Background: an optimization exercise with open tools, aiming at small area, a short achievable clock period and few clock cycles per item. Do not read the settings as production practice. Only simulation tests tie the RTL to the original design; equivalence was not proved. Power figures rest on the tool's default switching activity, not on a simulated workload.

### flow/run.sh
#!/bin/bash
# synth_recipe.tcl (not shown) runs the flow's synth.tcl, then flattens the netlist and writes it again
# the make line also repeats each setting of config.mk as NAME=value (left out here)
make -C /OpenROAD-flow-scripts/flow DESIGN_CONFIG=/design/flow/config.mk WORK_HOME=/design/flow/orfs CLKGATE_MAP_FILE= SYNTH_SCRIPT=/design/flow/synth_recipe.tcl finish
### flow/config.mk
export PLATFORM = sky130hd
export DESIGN_NAME = data_cache
export DESIGN_NICKNAME = data_cache
export VERILOG_FILES = /design/flow/design.v
export SDC_FILE = /design/flow/constraint.sdc
export NUM_CORES = 4
export LEC_CHECK = 0
export CAP_MARGIN = 20
export CORE_MARGIN = 2
export CORE_UTILIZATION = 25
export PLACE_DENSITY = 0.5
export SLEW_MARGIN = 20
### flow/constraint.sdc
create_clock -name core_clock -period 5.5 [get_ports {CLK}]
set_input_delay 1.1000 -clock core_clock [delete_from_list [all_inputs] [get_ports {CLK}]]
set_output_delay 1.1000 -clock core_clock [all_outputs]
set_load 0.01 [all_outputs]
### flow/design.v
module data_cache #(
    parameter int INDEX_BITS = 3
) (
    input  logic         CLK,
    input  logic         RESET,
    input  logic [3:0]   READ,
    input  logic [2:0]   WRITE,
    input  logic [31:0]  ADDRESS,
    input  logic [31:0]  WRITEDATA,
    output logic [31:0]  READDATA,
    output logic         BUSY_WAIT,
    output logic         MEM_READ,
    output logic         MEM_WRITE,
    output logic [27:0]  MEM_ADDRESS,
    output logic [127:0] MEM_WRITEDATA,
    input  logic [127:0] MEM_READDATA,
    input  logic         MEM_BUSYWAIT
);
    localparam int TAG_BITS = 28 - INDEX_BITS;
    localparam int LINES = 1 << INDEX_BITS;
    typedef enum logic [1:0] {IDLE, EVICT, FETCH, UPDATE} state_t;
    state_t state, state_next;
    logic [127:0] data_arr [LINES];
    logic [TAG_BITS-1:0] tag_arr [LINES];
    logic [LINES-1:0] valid, dirty;
    logic [127:0] fetch_buf;
    logic [INDEX_BITS-1:0] idx;
    logic [TAG_BITS-1:0] tag;
    logic [127:0] line, merged;
    logic [31:0] word, store_word, load_word;
    logic [7:0] byte_v;
    logic [15:0] half_v;
    logic wr_req, rd_req, req, hit, served;
    assign idx = ADDRESS[4 +: INDEX_BITS];
    assign tag = ADDRESS[31 -: TAG_BITS];
    assign line = data_arr[idx];
    assign word = line[{ADDRESS[3:2], 5'b0} +: 32];
    assign byte_v = word[{ADDRESS[1:0], 3'b0} +: 8];
    assign half_v = word[{ADDRESS[1], 4'b0} +: 16];
    assign wr_req = WRITE[2];
    assign rd_req = READ[3] & ~wr_req;
    assign req = rd_req | wr_req;
    assign hit = valid[idx] && (tag_arr[idx] == tag);
    assign served = !RESET && (state == IDLE) && hit;
    assign BUSY_WAIT = !RESET && req && !served;
    assign READDATA = (served && rd_req) ? load_word : '0;
    always_comb begin
        load_word = (READ[2:0] == 3'b000) ? {{24{byte_v[7]}}, byte_v} :
                    (READ[2:0] == 3'b001) ? {{16{half_v[15]}}, half_v} :
                    (READ[2:0] == 3'b100) ? {24'b0, byte_v} :
                    (READ[2:0] == 3'b101) ? {16'b0, half_v} : word;
    end
    always_comb begin
        store_word = word;
        if (WRITE[1:0] == 2'b00)
            store_word[{ADDRESS[1:0], 3'b0} +: 8] = WRITEDATA[7:0];
        else if (WRITE[1:0] == 2'b01)
            store_word[{ADDRESS[1], 4'b0} +: 16] = WRITEDATA[15:0];
        else
            store_word = WRITEDATA;
        merged = line;
        merged[{ADDRESS[3:2], 5'b0} +: 32] = store_word;
    end
    always_comb begin
        state_next = state;
        case (state)
            IDLE:    if (req && !hit) state_next = dirty[idx] ? EVICT : FETCH;
            EVICT:   if (!MEM_BUSYWAIT) state_next = FETCH;
            FETCH:   if (!MEM_BUSYWAIT) state_next = UPDATE;
            default: state_next = IDLE;
        endcase
        MEM_READ = (state == FETCH);
        MEM_WRITE = (state == EVICT);
        MEM_ADDRESS = (state == EVICT) ? {tag_arr[idx], idx} : ADDRESS[31:4];
        MEM_WRITEDATA = line;
    end
    always_ff @(posedge CLK) begin
        if (RESET) begin
            state <= IDLE;
            valid <= '0;
            dirty <= '0;
        end else begin
            state <= state_next;
            if (state == UPDATE) begin
                valid[idx] <= 1'b1;
                dirty[idx] <= 1'b0;
            end else if (served && wr_req) begin
                dirty[idx] <= 1'b1;
            end
        end
    end
    always_ff @(posedge CLK) begin
        if (!RESET) begin
            if (state == FETCH && !MEM_BUSYWAIT) fetch_buf <= MEM_READDATA;
            if (state == UPDATE) begin
                data_arr[idx] <= fetch_buf;
                tag_arr[idx] <= tag;
            end else if (served && wr_req) begin
                data_arr[idx] <= merged;
            end
        end
    end
endmodule
==> impl_metrics.env, run 1 <==
export IMPL_hold_path_startpoint="valid[6]$_SDFFE_PP0N_"
export IMPL_critPathMaxStageDelay_ns=0.50
export IMPL_timing_final_max_slew_violations=0
export IMPL_placed_cells_incl_taps=7280
export IMPL_initial_utilization_pct=25.2
export IMPL_layout_filler_cells=22200
export IMPL_route_vias_total=39200
export IMPL_globalRoute_totalOverflow=0
export IMPL_critical_path_class="input port to output pin"
export IMPL_fraction_of_synthesis_flops_using_an_asynchronous_set_or_reset_pin_pct=0
export IMPL_length_of_the_first_detailed_routing_pass_in_iterations=9
export IMPL_layout_cells_sized_above_1_pct=28.5
export IMPL_crit_arrival_ns=4.27
export IMPL_core_area_um2=231000
export IMPL_maximum_fanout_encountered_on_the_critical_timing_path=15
export IMPL_clock_sink_count=1370
export IMPL_post_drt_via_cell_ratio=5.18
export IMPL_rsz0062_at_grt="no"
export IMPL_critical_path_n_buffers_inverters=7
export IMPL_clock_tree_buffer_depth=3
export IMPL_design_power_total_w=0.0252
export IMPL_timing_critical_path_from="ADDRESS[6]"
export IMPL_grt_first_pass_wirelength_um=322000
export IMPL_maximum_vdd_ir_drop_mv=0.231
export IMPL_timing_final_ws_setup_ns=0.133
export IMPL_placement_setup_worst_slack_ns=-0.814
export IMPL_drt_iter0_markers=4986
export IMPL_layout_worst_path_cycle_share_pct=97.6
export IMPL_leakage_nw=26.0
export IMPL_i_o_pin_count=393
export IMPL_placed_area_um2=70400
export IMPL_finish_net_count=4639
export IMPL_outcome="finished clean"
export IMPL_clk_latency_ns=0.80
export IMPL_die_height_um=486
export IMPL_synth_ff_latch_count=1370
export IMPL_die_x_um=486
export IMPL_worst_r2r_cell_count=13
export IMPL_remaining_drc_errors=0
export IMPL_finalSetupViolCount=0
export IMPL_worst_path_max_delay_cell="sky130_fd_sc_hd__a2111oi_4"
export IMPL_number_of_enable_type_register_cells_in_the_synthesized_netlist=1352
export IMPL_mappedNetlistArea_um2=58100
export IMPL_worst_slew_pin_transition_ns=1.05
export IMPL_final_hold_violation_count=0
export IMPL_floorplan_die_area_um2=236000
export IMPL_critical_path_depth=14
export IMPL_cp_top_family="buffers and inverters"
export IMPL_routed_wl_um=239000
export IMPL_overall_global_routing_resource_usage_pct=19.6
export IMPL_worstSetupStartpointType="input port"
export IMPL_yosysWarnings=1
export IMPL_clk_transition_reported_paths_ns=0.07
export IMPL_hp_class="flip-flop to flip-flop"
export IMPL_final_instance_count_excl_fill=7567
export IMPL_clock_skew_final_ns=0.0626
export IMPL_regArea_um2=41000
export IMPL_min_path_cells=2
export IMPL_cts_tree="built"
export IMPL_htreeDepth=4
export IMPL_synthesis_nets=3722
export IMPL_critical_path_required_ns=4.40
export IMPL_ys_flop_type="sky130_fd_sc_hd__edfxtp_1"
export IMPL_gp_routability_congestion=0.923
export IMPL_port_buffers=392
export IMPL_layout_cell_area_non_filler_um2=75700
export IMPL_antenna_violations_before_repair=15
export IMPL_crit_path_end_kind="output pin"
export IMPL_multi_input_comb_area_um2=16000
export IMPL_wl_per_cell_um=31.6
export IMPL_fmax_mhz=186
export IMPL_clockRootBuffer="sky130_fd_sc_hd__clkbuf_16"
export IMPL_ant_nets=0
export IMPL_hold_buffers=0
export IMPL_worstPathCellList="buf_12, buf_6, inv_1, buf_4, mux2i_2, xor2_1, nand4_1, nor4_2, and4_4, nand4b_4, buf_12, a2111oi_4, buf_4, dlymetal6s2s_1"
export IMPL_grt_max_degree=92
export IMPL_fin_setup_tns_ns=0
export IMPL_slew_headroom_pct=30.0
export IMPL_placementRows=176
export IMPL_layout_overhead_on_the_synthesized_area_pct=30.3
export IMPL_numCtsBuffers=149
export IMPL_yosysUniqueCellTypes=87
export IMPL_power_density_nw_per_um2=333
export IMPL_maxCapViolCount=0
export IMPL_hpwl_um=169000
export IMPL_synthesis_instances=3504
export IMPL_regToRegStartpoint="tag_arr[5][10]$_DFFE_PP_"
export IMPL_vias_in_the_first_global_route=37500
export IMPL_synth_sequential_area_ratio_pct=70.5
export IMPL_synth_area_per_cell_um2=16.6
export IMPL_period_needed_ns=5.37
==> cells in the mapped netlist, types with 12 or more instances <==
master | n | area share [%]
sky130_fd_sc_hd__edfxtp_1 | 1352 | 70
sky130_fd_sc_hd__nand2_1 | 178 | 1.2
sky130_fd_sc_hd__nor2_1 | 146 | 0.94
sky130_fd_sc_hd__mux2_2 | 140 | 2.7
sky130_fd_sc_hd__mux2i_1 | 123 | 2.1
sky130_fd_sc_hd__o21ai_0 | 109 | 0.94
sky130_fd_sc_hd__a21oi_1 | 107 | 0.92
sky130_fd_sc_hd__a22oi_1 | 102 | 1.3
sky130_fd_sc_hd__mux4_2 | 102 | 4.0
sky130_fd_sc_hd__mux2_4 | 101 | 2.6
sky130_fd_sc_hd__clkbuf_1 | 95 | 0.61
sky130_fd_sc_hd__a221oi_1 | 94 | 1.4
sky130_fd_sc_hd__inv_1 | 69 | 0.45
sky130_fd_sc_hd__buf_2 | 68 | 0.59
sky130_fd_sc_hd__o22ai_1 | 58 | 0.62
sky130_fd_sc_hd__a22o_1 | 54 | 0.81
sky130_fd_sc_hd__a221o_1 | 44 | 0.76
sky130_fd_sc_hd__nand3_1 | 44 | 0.38
sky130_fd_sc_hd__nor3_1 | 38 | 0.33
sky130_fd_sc_hd__o2bb2ai_1 | 32 | 0.48
sky130_fd_sc_hd__buf_4 | 25 | 0.32
sky130_fd_sc_hd__a222oi_1 | 21 | 0.36
sky130_fd_sc_hd__mux2_1 | 21 | 0.41
sky130_fd_sc_hd__xnor2_1 | 20 | 0.30
sky130_fd_sc_hd__a31oi_1 | 18 | 0.19
sky130_fd_sc_hd__buf_1 | 18 | 0.12
sky130_fd_sc_hd__dfxtp_1 | 18 | 0.62
sky130_fd_sc_hd__o211ai_1 | 17 | 0.22
sky130_fd_sc_hd__and3_1 | 16 | 0.17
sky130_fd_sc_hd__ha_1 | 16 | 0.34
sky130_fd_sc_hd__buf_6 | 15 | 0.29
sky130_fd_sc_hd__o22a_1 | 15 | 0.23
sky130_fd_sc_hd__buf_12 | 12 | 0.41
sky130_fd_sc_hd__o21a_1 | 12 | 0.16
sky130_fd_sc_hd__o31ai_1 | 12 | 0.16
==> final cells by class <==
| class | count | share of cell area (%) |
|---|---|---|
| flip-flops and latches | 1370 | 54.1 |
| clock inverters | 90 | 1.21 |
| multi-input cells | 1825 | 21.1 |
| well taps | 3026 | 5.00 |
| diodes | 5 | 0.0165 |
| clock buffers | 176 | 5.13 |
| repair buffers | 1003 | 13.1 |
| inverters | 72 | 0.360 |
==> sequential cells by signal (all words and copies together), names as in the netlist, named ones only <==
name and flops:
valid 8, fetch_buf 128, data_arr 1024, state 2, tag_arr 200
==> layer usage <==
layer  GRT usage (%)  vias up  share of wire (%)
li1                -    16100                  -
met3            3.30      394                7.8
met2            31.6     2108                 47
met1            26.4    20600                 41
met4            7.67       12                4.4
met5               0        -              0.029
==> repair_timing <==
| action | CTS | global route |
|---|---|---|
| gates resized for setup | 70 | 22 |
| pin swaps | 9 | 5 |
| endpoints found under the setup margin | 32 | 18 |
| gates cloned | 1 | 0 |
| setup buffers | 13 | 2 |
==> where the power goes <==
| part | internal [W] | total (W) | switching [W] |
|---|---|---|---|
| Clock | 0.00568 | 0.0100 | 0.00431 |
| Combinational | 0.00138 | 0.00342 | 0.00204 |
| Sequential | 0.0117 | 0.0118 | 0.0000891 |
| Total | 0.0188 | 0.0252 | 0.00644 |
==> worst min-delay path: cells and delay by family, from the launching register on <==
| family | cells | cell delay [ns] |
|---|---|---|
| DFF | 1 | 0.33 |
| and+or+nand+nor | 1 | 0.07 |
| AOI/OAI and AO/OA | 1 | 0.04 |
==> metrics by stage <==
stage | util [%] | hold slack, ns
final | 32.8 | 0.480
after global routing | 32.8 | 0.495
after CTS | 32.8 | 0.477
after detailed placement | 30.6 | 0.463
after global placement | 30.6 | 0.455
after floorplan | - | 0.432
==> cell usage in the layout, fill, tap and decap left out, types with 18 or more instances in the layout <==
cell,synthesis,layout
sky130_fd_sc_hd__a21oi_1,107,97
sky130_fd_sc_hd__nor2_1,146,135
sky130_fd_sc_hd__inv_1,69,67
sky130_fd_sc_hd__clkbuf_1,95,24
sky130_fd_sc_hd__mux2_2,140,140
sky130_fd_sc_hd__clkinv_1,1,33
sky130_fd_sc_hd__nand3_1,44,41
sky130_fd_sc_hd__nor3_1,38,32
sky130_fd_sc_hd__a22o_1,54,54
sky130_fd_sc_hd__mux2_4,101,101
sky130_fd_sc_hd__a221o_1,44,44
sky130_fd_sc_hd__clkdlybuf4s50_1,0,339
sky130_fd_sc_hd__a221oi_1,94,89
sky130_fd_sc_hd__dlymetal6s2s_1,0,18
sky130_fd_sc_hd__buf_4,25,515
sky130_fd_sc_hd__clkbuf_16,0,152
sky130_fd_sc_hd__nand2_1,178,177
sky130_fd_sc_hd__mux2_1,21,21
sky130_fd_sc_hd__edfxtp_1,1352,1352
sky130_fd_sc_hd__mux2i_1,123,116
sky130_fd_sc_hd__clkinv_2,0,25
sky130_fd_sc_hd__dfxtp_1,18,18
sky130_fd_sc_hd__o2bb2ai_1,32,32
sky130_fd_sc_hd__xnor2_1,20,20
sky130_fd_sc_hd__mux4_2,102,102
sky130_fd_sc_hd__a22oi_1,102,102
sky130_fd_sc_hd__o22ai_1,58,53
sky130_fd_sc_hd__buf_12,12,107
sky130_fd_sc_hd__a222oi_1,21,21
sky130_fd_sc_hd__o21ai_0,109,102
==> path summary, 6_finish.rpt <==
check	end	slack, ns
max reg2reg	data_arr[7][66]$_DFFE_PP_	1.67
min	valid[6]$_SDFFE_PP0N_	0.48
max	READDATA[6]	0.13
min reg2reg	valid[6]$_SDFFE_PP0N_	0.48
==> cell families (layout without fill, tap and decap cells) <==
logic type      after synthesis  in the layout  synth area share (%)
flops                      1370           1370                  70.5
xor+xnor                     26             26                 0.392
buf+inv                     309           1341                  2.89
mux                         487            487                  11.8
other cells                   0              5                     0
fa+ha+maj                    16             16                 0.345
compound gates              775            775                  9.78
simple gates                521            521                  4.29
Testbench counts, summed over its fixed seeds: cycles 103,378, accesses 24,000.
==> run 2: changes to the inputs <==
==> flow/design.v (replaced) <==
module data_cache #(
    parameter int INDEX_BITS = 3
) (
    input  logic         CLK,
    input  logic         RESET,
    input  logic [3:0]   READ,
    input  logic [2:0]   WRITE,
    input  logic [31:0]  ADDRESS,
    input  logic [31:0]  WRITEDATA,
    output logic [31:0]  READDATA,
    output logic         BUSY_WAIT,
    output logic         MEM_READ,
    output logic         MEM_WRITE,
    output logic [27:0]  MEM_ADDRESS,
    output logic [127:0] MEM_WRITEDATA,
    input  logic [127:0] MEM_READDATA,
    input  logic         MEM_BUSYWAIT
);
    localparam int TAG_BITS = 28 - INDEX_BITS;
    localparam int LINES = 1 << INDEX_BITS;
    logic [127:0] data_arr [LINES];
    logic [TAG_BITS-1:0] tag_arr [LINES];
    logic [LINES-1:0] valid, dirty;
    logic [INDEX_BITS-1:0] idx;
    logic [TAG_BITS-1:0] tag;
    logic [127:0] line;
    logic [31:0] word, mem_word;
    logic [31:0] store_lanes;
    logic [15:0] byte_sel;
    logic wr_req, req, hit, victim_dirty, fill, wb_done;
    assign idx = ADDRESS[4 +: INDEX_BITS];
    assign tag = ADDRESS[31 -: TAG_BITS];
    assign line = data_arr[idx];
    assign word = line[{ADDRESS[3:2], 5'b0} +: 32];
    assign mem_word = MEM_READDATA[{ADDRESS[3:2], 5'b0} +: 32];
    assign wr_req = WRITE[2];
    assign req = READ[3] | WRITE[2];
    assign hit = valid[idx] && (tag_arr[idx] == tag);
    assign victim_dirty = valid[idx] && dirty[idx];
    assign MEM_WRITE = req && !hit && victim_dirty;
    assign MEM_READ = req && !hit && !victim_dirty;
    assign MEM_ADDRESS = victim_dirty ? {tag_arr[idx], idx} : ADDRESS[31:4];
    assign MEM_WRITEDATA = line;
    assign fill = MEM_READ && !MEM_BUSYWAIT;
    assign wb_done = MEM_WRITE && !MEM_BUSYWAIT;
    assign BUSY_WAIT = !hit && (victim_dirty || MEM_BUSYWAIT);
    function automatic logic [31:0] load_ext(input logic [31:0] w, input logic [2:0] f,
                                             input logic [1:0] a);
        logic [7:0] b;
        logic [15:0] h;
        b = w[{a, 3'b0} +: 8];
        h = w[{a[1], 4'b0} +: 16];
        load_ext = (f == 3'b000) ? {{24{b[7]}}, b} :
                   (f == 3'b001) ? {{16{h[15]}}, h} :
                   (f == 3'b100) ? {24'b0, b} :
                   (f == 3'b101) ? {16'b0, h} : w;
    endfunction
    assign READDATA = hit ? load_ext(word, READ[2:0], ADDRESS[1:0])
                          : load_ext(mem_word, READ[2:0], ADDRESS[1:0]);
    always_comb begin
        for (int k = 0; k < 4; k++) begin
            if (WRITE[1])
                store_lanes[8*k +: 8] = WRITEDATA[8*k +: 8];
            else if (WRITE[0])
                store_lanes[8*k +: 8] = WRITEDATA[8*(k%2) +: 8];
            else
                store_lanes[8*k +: 8] = WRITEDATA[7:0];
        end
        for (int j = 0; j < 16; j++)
            byte_sel[j] = wr_req && (ADDRESS[3:2] == 2'(j/4)) &&
                          (WRITE[1] || (WRITE[0] ? (ADDRESS[1] == 1'((j%4)/2))
                                                 : (ADDRESS[1:0] == 2'(j%4))));
    end
    always_ff @(posedge CLK) begin
        if (RESET) begin
            valid <= '0;
            dirty <= '0;
        end else if (fill) begin
            valid[idx] <= 1'b1;
            dirty[idx] <= wr_req;
        end else if (wb_done) begin
            dirty[idx] <= 1'b0;
        end else if (hit && wr_req) begin
            dirty[idx] <= 1'b1;
        end
    end
    always_ff @(posedge CLK) begin
        if (fill) tag_arr[idx] <= tag;
        for (int j = 0; j < 16; j++)
            if (fill || (hit && byte_sel[j]))
                data_arr[idx][8*j +: 8] <= byte_sel[j] ? store_lanes[8*(j%4) +: 8]
                                                       : MEM_READDATA[8*j +: 8];
    end
endmodule
==> run 2 against run 1 <==
  * Now fails the layout checks on setup timing
  * Clock-buffer cell count is 15 lower
  * Non-clock buffer count grew 221
  * Sequential power fell by 8%
  * Clock skew fell by 0.0073 ns
  * Via count down 1.3%
  * Critical path type unchanged
  * Largest power group unchanged
==> impl_metrics.env, run 2 <==
export IMPL_clockPowerShare_pct=38.3
export IMPL_routed_wl_um=236000
export IMPL_htreeDepth=4
export IMPL_gp_routability_congestion=0.967
export IMPL_die_height_um=466
export IMPL_timing_final_ws_setup_ns=-0.172
export IMPL_hp_class="flip-flop to flip-flop"
export IMPL_ys_flop_type="sky130_fd_sc_hd__edfxtp_1"
export IMPL_rsz0062_at_grt="yes"
export IMPL_outcome="complete, but fails checks"
export IMPL_reg_top3="data_arr (1024), tag_arr (200)"
export IMPL_worst_r2r_cell_count=15
export IMPL_layout_worst_path_cycle_share_pct=103
export IMPL_worstSetupStartpointType="input port"
export IMPL_clk_transition_reported_paths_ns=0.06
export IMPL_yosysUniqueCellTypes=78
export IMPL_synth_area_per_cell_um2=15.2
export IMPL_worst_hold_slack_ns=0.476
export IMPL_fmax_mhz=176
export IMPL_critical_path_required_ns=4.40
export IMPL_post_synth_top_count_cell="sky130_fd_sc_hd__edfxtp_1"
export IMPL_critical_path_class="input port to output pin"
export IMPL_hpwl_um=175000
export IMPL_clock_sink_count=1240
export IMPL_worst_r2r_endpoint="data_arr[4][89]$_DFFE_PP_"
export IMPL_hold_buffers=0
export IMPL_layout_cells_sized_above_1_pct=30.8
export IMPL_synth_top_cells_by_area="sky130_fd_sc_hd__edfxtp_1 69%, sky130_fd_sc_hd__mux4_2 4.4%, sky130_fd_sc_hd__mux2_2 3.4%"
export IMPL_regMostFlops="data_arr"
export IMPL_clk_latency_ns=0.79
export IMPL_i_o_pin_count=393
export IMPL_layout_filler_cells=20800
export IMPL_layout_cell_area_non_filler_um2=72000
export IMPL_global_route_usage_met3_pct=2.97
export IMPL_die_x_um=466
export IMPL_grt_first_pass_wirelength_um=318000
export IMPL_grt_busiest_layer="met2"
export IMPL_overall_global_routing_resource_usage_pct=21.1
export IMPL_crit_arrival_ns=4.57
export IMPL_placementRows=169
export IMPL_synth_largest_area_cell="sky130_fd_sc_hd__edfxtp_1"
export IMPL_post_drt_via_cell_ratio=5.13
export IMPL_met2_use_gr_pct=34.1
export IMPL_finish_net_count=4834
export IMPL_period_needed_ns=5.67
export IMPL_mostFrequentLayoutCell="sky130_fd_sc_hd__edfxtp_1"
export IMPL_largest_register_ff_count=1024
export IMPL_r2r_setup_slack_ns=0.98
export IMPL_combPwrFrac_pct=15.2
export IMPL_maxCapViolCount=0
export IMPL_timing_final_max_slew_violations=0
export IMPL_antenna_violations_before_repair=11
export IMPL_sequentialPowerShare_pct=46.5
export IMPL_yosysWarnings=1
export IMPL_numCtsBuffers=135
export IMPL_synthesis_nets=3727
export IMPL_switching_share_pct=25.8
export IMPL_violatedChecks="setup timing"
export IMPL_power_density_nw_per_um2=322
export IMPL_final_hold_violation_count=0
export IMPL_min_path_cells=2
export IMPL_cts_tree="built"
export IMPL_clockRootBuffer="sky130_fd_sc_hd__clkbuf_16"
export IMPL_floorplan_die_area_um2=217000
export IMPL_slew_headroom_pct=27.4
export IMPL_placed_area_um2=66800
export IMPL_critical_path_n_buffers_inverters=7
export IMPL_internal_power_w=0.0172
export IMPL_grt_max_degree=72
export IMPL_power_net_switching_w=0.00599
export IMPL_finalSetupViolCount=27
export IMPL_vias_in_the_first_global_route=37700
export IMPL_hold_path_startpoint="valid[7]$_SDFFE_PP0N_"
export IMPL_cp_top_family="buffers and inverters"
export IMPL_number_of_enable_type_register_cells_in_the_synthesized_netlist=1224
export IMPL_ant_nets=0
export IMPL_mostFrequentLayoutCells="1224 x sky130_fd_sc_hd__edfxtp_1, 726 x sky130_fd_sc_hd__buf_4, 340 x sky130_fd_sc_hd__clkdlybuf4s50_1"
export IMPL_regToRegStartpoint="tag_arr[0][7]$_DFFE_PP_"
export IMPL_clock_tree_buffer_depth=3
export IMPL_fin_setup_tns_ns=-2.35
export IMPL_ys_top_cells_by_count="1224 x sky130_fd_sc_hd__edfxtp_1, 303 x sky130_fd_sc_hd__a21oi_1, 213 x sky130_fd_sc_hd__nor2_1, 204 x sky130_fd_sc_hd__nand2_1, 163 x sky130_fd_sc_hd__mux2_2"
export IMPL_hold_path_end="valid[7]$_SDFFE_PP0N_"
export IMPL_length_of_the_first_detailed_routing_pass_in_iterations=8
export IMPL_fraction_of_synthesis_flops_using_an_asynchronous_set_or_reset_pin_pct=0
export IMPL_initial_utilization_pct=25.2
export IMPL_globalRoute_totalOverflow=0
export IMPL_layout_overhead_on_the_synthesized_area_pct=34.8
export IMPL_core_area_um2=212000
export IMPL_worstPathCellList="buf_8, buf_4, buf_6, mux2_2, a221oi_1, o21ai_0, buf_4, mux4_2, nand2_1, buf_4, o21ai_0, a22oi_1, a21oi_2, buf_6, buf_6"
export IMPL_remaining_drc_errors=0
export IMPL_mappedNetlistArea_um2=53400
export IMPL_synth_ff_latch_count=1240
export IMPL_drt_iter0_markers=4268
export IMPL_leakage_nw=25.0
export IMPL_grt_util_met1_pct=26.7
export IMPL_worst_slew_pin_transition_ns=1.09
export IMPL_crit_path_end_kind="output pin"
export IMPL_critPathMaxStageDelay_ns=0.66
export IMPL_route_vias_total=38700
export IMPL_synthesis_instances=3522
export IMPL_maximum_fanout_encountered_on_the_critical_timing_path=17
export IMPL_maximum_vdd_ir_drop_mv=0.224
export IMPL_worst_path_max_delay_cell="sky130_fd_sc_hd__mux4_2"
export IMPL_synth_sequential_area_ratio_pct=69.4
export IMPL_clock_skew_final_ns=0.0552
export IMPL_netlist_area_leader_share_pct=68.8
export IMPL_port_buffers=392
export IMPL_wl_per_cell_um=31.2
-- run 2: final cells by class --
class | instances | area [um2] | area share (%)
Sequential cell | 1240 | 37100 | 51.5
Multi-Input combinational cell | 1989 | 15600 | 21.7
Timing Repair Buffer | 1224 | 11400 | 15.8
Clock buffer | 161 | 3540 | 4.92
Tap cell | 2821 | 3530 | 4.90
Clock inverter | 77 | 712 | 0.989
Inverter | 39 | 149 | 0.207
Antenna cell | 4 | 10.0 | 0.0139
-- run 2: per-stage QoR --
| stage | utilization (%) | std cells | power [W] | setup WS (ns) |
|---|---|---|---|---|
| 2_1_floorplan | - | 3522 | 0.0122 | 0.370 |
| 3_3_place_gp | 31.4 | 7267 | 0.0144 | -0.853 |
| 3_5_place_dp | 31.4 | 7267 | 0.0144 | -0.853 |
| 4_1_cts | 33.8 | 7541 | 0.0232 | -0.137 |
| 5_1_grt | 33.9 | 7552 | 0.0238 | -0.198 |
| 6_report | 33.9 | 7555 | 0.0232 | -0.172 |
-- run 2: routing by layer --
metal  vias to the layer above  routed length, um
li1                      16400                  -
met3                       436              14800
met4                         0              17000
met1                     20100              93400
met5                         -                  0
met2                      1803             111000
-- run 2: cells by family after synthesis --
kind of cell               Yosys count  share of synthesized area (%)
buffers and inverters              293                           2.67
AOI/OAI and AO/OA                  931                           11.5
and+or+nand+nor                    608                           5.17
muxes                              428                           10.9
adders and majority gates            3                         0.0703
xor gates and xnor gates            19                          0.311
DFF                               1240                           69.4
-- run 2: how the worst max path moves through the flow --
| stage | depth (start not counted) | start | end | slack [ns] |
|---|---|---|---|---|
| 2_1_floorplan | 14 | ADDRESS[5] | READDATA[4] | 0.37 |
| 4_1_cts | 16 | ADDRESS[5] | READDATA[11] | -0.14 |
| 6_report | 15 | ADDRESS[6] | READDATA[11] | -0.17 |
| 5_1_grt | 16 | ADDRESS[5] | READDATA[26] | -0.20 |
| 3_5_place_dp | 15 | ADDRESS[4] | READDATA[11] | -0.85 |
| 3_3_place_gp | 15 | ADDRESS[4] | READDATA[11] | -0.85 |
-- run 2: worst reg2reg max path: cells and delay by family (launching register included) --
family | cells | cell delay [ns]
AND/OR/NAND/NOR | 4 | 1.01
multiplexers | 2 | 0.72
flip-flops | 1 | 0.37
buffers and inverters | 6 | 1.40
AO/OA/AOI/OAI | 2 | 0.51
XOR/XNOR | 1 | 0.18
-- run 2: power groups by stage --
stage / Clock [W] / Combinational (W) / Sequential [W]
floorplan: 0 / 0.00124 / 0.0110
detailed placement: 0 / 0.00339 / 0.0110
finish: 0.00889 / 0.00351 / 0.0108
CTS: 0.00899 / 0.00345 / 0.0108
global route: 0.00937 / 0.00362 / 0.0108
global placement: 0 / 0.00339 / 0.0110
-- run 2: repair_timing --
item                                    4_1_cts  5_1_grt
setup buffers                                33       13
gates cloned                                  4        0
gates resized for setup                     214       63
pin swaps                                    18       13
endpoints found under the setup margin       35       35
Testbench counts of run 2, summed over its fixed seeds: cycles 66,184, accesses 24,000.

[static timing again, ports no longer ideal]
The results above use ideal ports. As a check the final layouts listed here were re-extracted and re-timed, cells and wires unchanged. Step 1 (the two cells are an assumption about what drives the block):
set clk [get_ports {CLK}]
set_driving_cell -lib_cell sky130_fd_sc_hd__clkbuf_16 $clk
set_driving_cell -lib_cell sky130_fd_sc_hd__buf_2 [delete_from_list [all_inputs] $clk]
Step 2 also shifts input and output timing later by t, the mid clock arrival at the registers, as if the neighbouring blocks saw the same clock. a / b / c = ideal / step 1 / step 2; a / b = the first two.
| run | t (ns) | setup slack, ns | worst setup path at the end | latest minus earliest clock arrival (ns) |
|---|---|---|---|---|
| run 1 | 0.852 | 0.133 / 0.064 / 0.027 | input to register | 0.062 / 0.062 |
| run 2 | 0.850 | -0.172 / -0.233 / -0.233 | input to output | 0.055 / 0.056 |
The setup slack of run 1, which loses most, moves by -0.069 ns with the drivers and by -0.106 ns with both steps.
